Context: an optimization exercise on an open-source flow, tuned for small area, a short achievable clock period and few clock cycles per item. The choices shown serve that exercise and are no tape-out recipe. At most, simulation tests tie the RTL to the original design; equivalence was not proved. Power and IR drop assume default switching activity.

== P ==
// vpu_sp_top
module vpu_sp_top (
  input  logic        clk,
  input  logic        rst_n,
  input  logic        line_start,
  input  logic [7:0]  line_y,
  output logic        busy,
  output logic        line_done,
  output logic        param_req_en,
  output logic [3:0]  param_req_addr,
  input  logic [31:0] param_rdata,
  output logic        tile_req_en,
  output logic [15:0] tile_req_addr,
  input  logic [7:0]  tile_rdata,
  output logic        pal_req_en,
  output logic [9:0]  pal_req_addr,
  input  logic [31:0] pal_rdata,
  output logic        lb_rd_en,
  output logic [7:0]  lb_rd_addr,
  output logic        lb_wr_en,
  output logic [7:0]  lb_wr_addr,
  output logic [31:0] lb_wdata,
  input  logic [31:0] lb_rdata
);
  vpu_mem_pkg::param_req_t param_req;
  vpu_mem_pkg::tile_req_t  tile_req;
  vpu_mem_pkg::pal_req_t   pal_req;
  vpu_mem_pkg::lb_req_t    lb_req;
  vpu_sp u_sp (
    .clk         (clk),
    .rst_n       (rst_n),
    .line_start  (line_start),
    .line_y      (line_y),
    .busy        (busy),
    .line_done   (line_done),
    .param_req   (param_req),
    .param_rdata (param_rdata),
    .tile_req    (tile_req),
    .tile_rdata  (tile_rdata),
    .pal_req     (pal_req),
    .pal_rdata   (pal_rdata),
    .lb_req      (lb_req),
    .lb_rdata    (lb_rdata)
  );
  assign param_req_en   = param_req.en;
  assign param_req_addr = param_req.addr;
  assign tile_req_en    = tile_req.en;
  assign tile_req_addr  = tile_req.addr;
  assign pal_req_en     = pal_req.en;
  assign pal_req_addr   = pal_req.addr;
  assign lb_rd_en       = lb_req.rd_en;
  assign lb_rd_addr     = lb_req.rd_addr;
  assign lb_wr_en       = lb_req.wr_en;
  assign lb_wr_addr     = lb_req.wr_addr;
  assign lb_wdata       = lb_req.wdata;
endmodule
Size in the first run: roughly 1600 cells after synthesis, about 300 flip-flops, ~200 I/O pins, about 15000 sq um of cells after synthesis.
export LEC_CHECK = 0
export ABC_AREA = 1
export CAP_MARGIN = 20
export CORE_MARGIN = 2
export CORE_UTILIZATION = 40
export CTS_BUF_LIST = sky130_fd_sc_hd__clkbuf_8
export CTS_CLUSTER_DIAMETER = 80
export CTS_CLUSTER_SIZE = 16
export SLEW_MARGIN = 75
create_clock -name core_clock -period 11.0 [get_ports {clk}]
standard.sh (not shown) runs the stock make flow with config.mk's settings and CLKGATE_MAP_FILE= SYNTH_SCRIPT=/design/flow/synth_recipe.tcl, a recipe that flattens the netlist after the stock synthesis.
==> flow/flow/run.sh <==
#!/bin/bash
# The standard layout, except that each port gets the smallest buffer
# (buf_1) instead of the one buffer_ports picks by default.
set -euo pipefail
export BUFFER_PORTS_ARGS="-buffer_cell sky130_fd_sc_hd__buf_1"
bash standard.sh finish > standard_flow.log 2>&1
### P -> Q
==> flow/flow/run.sh <==
#!/bin/bash
# The standard layout, except that each port gets a plain buf_2 buffer
# instead of the one buffer_ports picks by default.
set -euo pipefail
export BUFFER_PORTS_ARGS="-buffer_cell sky130_fd_sc_hd__buf_2"
bash standard.sh finish > standard_flow.log 2>&1
Results
- Having completed the whole flow, Q delivered a layout that passed the timing, design-rule and antenna checks.
- Compared with P, in Q design area +1.5%; final cell count without fillers ~0 delta; fraction of area in multi-input gates -0.65 points; total clock buffers created by CTS -1.
- The run showing the smaller wire length is P.
- Register-to-register path setup slack delta (Q -> P): insignificant
- Compared with P, in Q maximum VDD drop picked up an extra about 32%, core utilization picked up an extra 0.70 points, via count picked up an extra 105.
- Compared to P, Q shows a wider setup margin.
Function was not checked in any run of this note: the RTL went through the layout flow alone.

* * *

## run D
Another version of the RTL of vpu_sp_top (not shown whole).
For scale: ~15,000 um2 of cells after synthesis.
clock: 11.0 ns
lec_check: 0
abc_area: 1
cap_margin: 20
core_margin: 2
core_utilization: 50
cts_buf_list: sky130_fd_sc_hd__clkbuf_8
cts_cluster_diameter: 80
cts_cluster_size: 16
slew_margin: 75
==> flow/flow/run.sh <==
#!/bin/bash
# The standard layout, except that
#  - each port gets the smallest buffer (buf_1) instead of the one
#    buffer_ports picks by default;
#  - Yosys's synth runs without its internal abc pass (-noabc), so that the
#    adder trees written in the RTL reach extract_fa as written; the final
#    ABC mapping of the flow is unchanged.
set -euo pipefail
export BUFFER_PORTS_ARGS="-buffer_cell sky130_fd_sc_hd__buf_1"
export SYNTH_ARGS="-noabc"
bash standard.sh finish > standard_flow.log 2>&1
Testbench counts of run D, summed over its fixed seeds: cycles 50,398, lines 512.
#### Input delta (run C over run D)
Settings: CORE_UTILIZATION changed from 50 to 40.
## What came out
Of the two values seen for startpoint of the worst setup timing path, u_sp.k_t[2] was produced by run C and u_sp.k_act by run D. The faster design of the two is run C; run D tops out lower. Compared run D against run C; number of nets in the finished design within noise. Comparing run D against run C, there is no change at all in synthesized area. On post-DP HPWL, the lower figure sits with run D, not run C. Share of total power in combinational logic in run C is 0.9 points lower than in run D. Run comparison: run D end of the critical path tile_req_en; run C end of the critical path tile_req_addr[8]. On run C: cell area is 220 um2 higher than what run D gave. Run D vs run C, library cell contributing the largest single delay on the critical path: sky130_fd_sc_hd__dfxtp_1 vs sky130_fd_sc_hd__edfxtp_1.

port drivers added, routing unchanged:
In the flow no input, the clock included, has a driving cell. The finished layouts below were timed again as built, in two steps.
Step 1 (the two cells are an assumption about what drives the block):
set clk [get_ports {clk}]
set_driving_cell -lib_cell sky130_fd_sc_hd__clkbuf_16 $clk
set_driving_cell -lib_cell sky130_fd_sc_hd__buf_2 [delete_from_list [all_inputs] $clk]
Step 2 times the ports against the registers' clock, not the clock port: input delays grow and output delays shrink by t, the midpoint of the rising clock arrivals with the driver on.
Slacks: no drivers / after step 1 / after step 2; pairs: no drivers / after step 1.
run	shift t [ns]	setup slack, ns	cell pins on the clock port's net
P	0.637	7.552 / 7.505 / 7.060	1
Q	0.647	7.562 / 7.515 / 7.051	1
run D	0.618	7.517 / 7.468 / 7.141	1
run C	0.631	7.535 / 7.489 / 7.098	1
After both steps every run listed still meets setup and hold. The setup slack of Q, which loses most, moves by -0.047 ns with the drivers and by -0.511 ns with both steps.
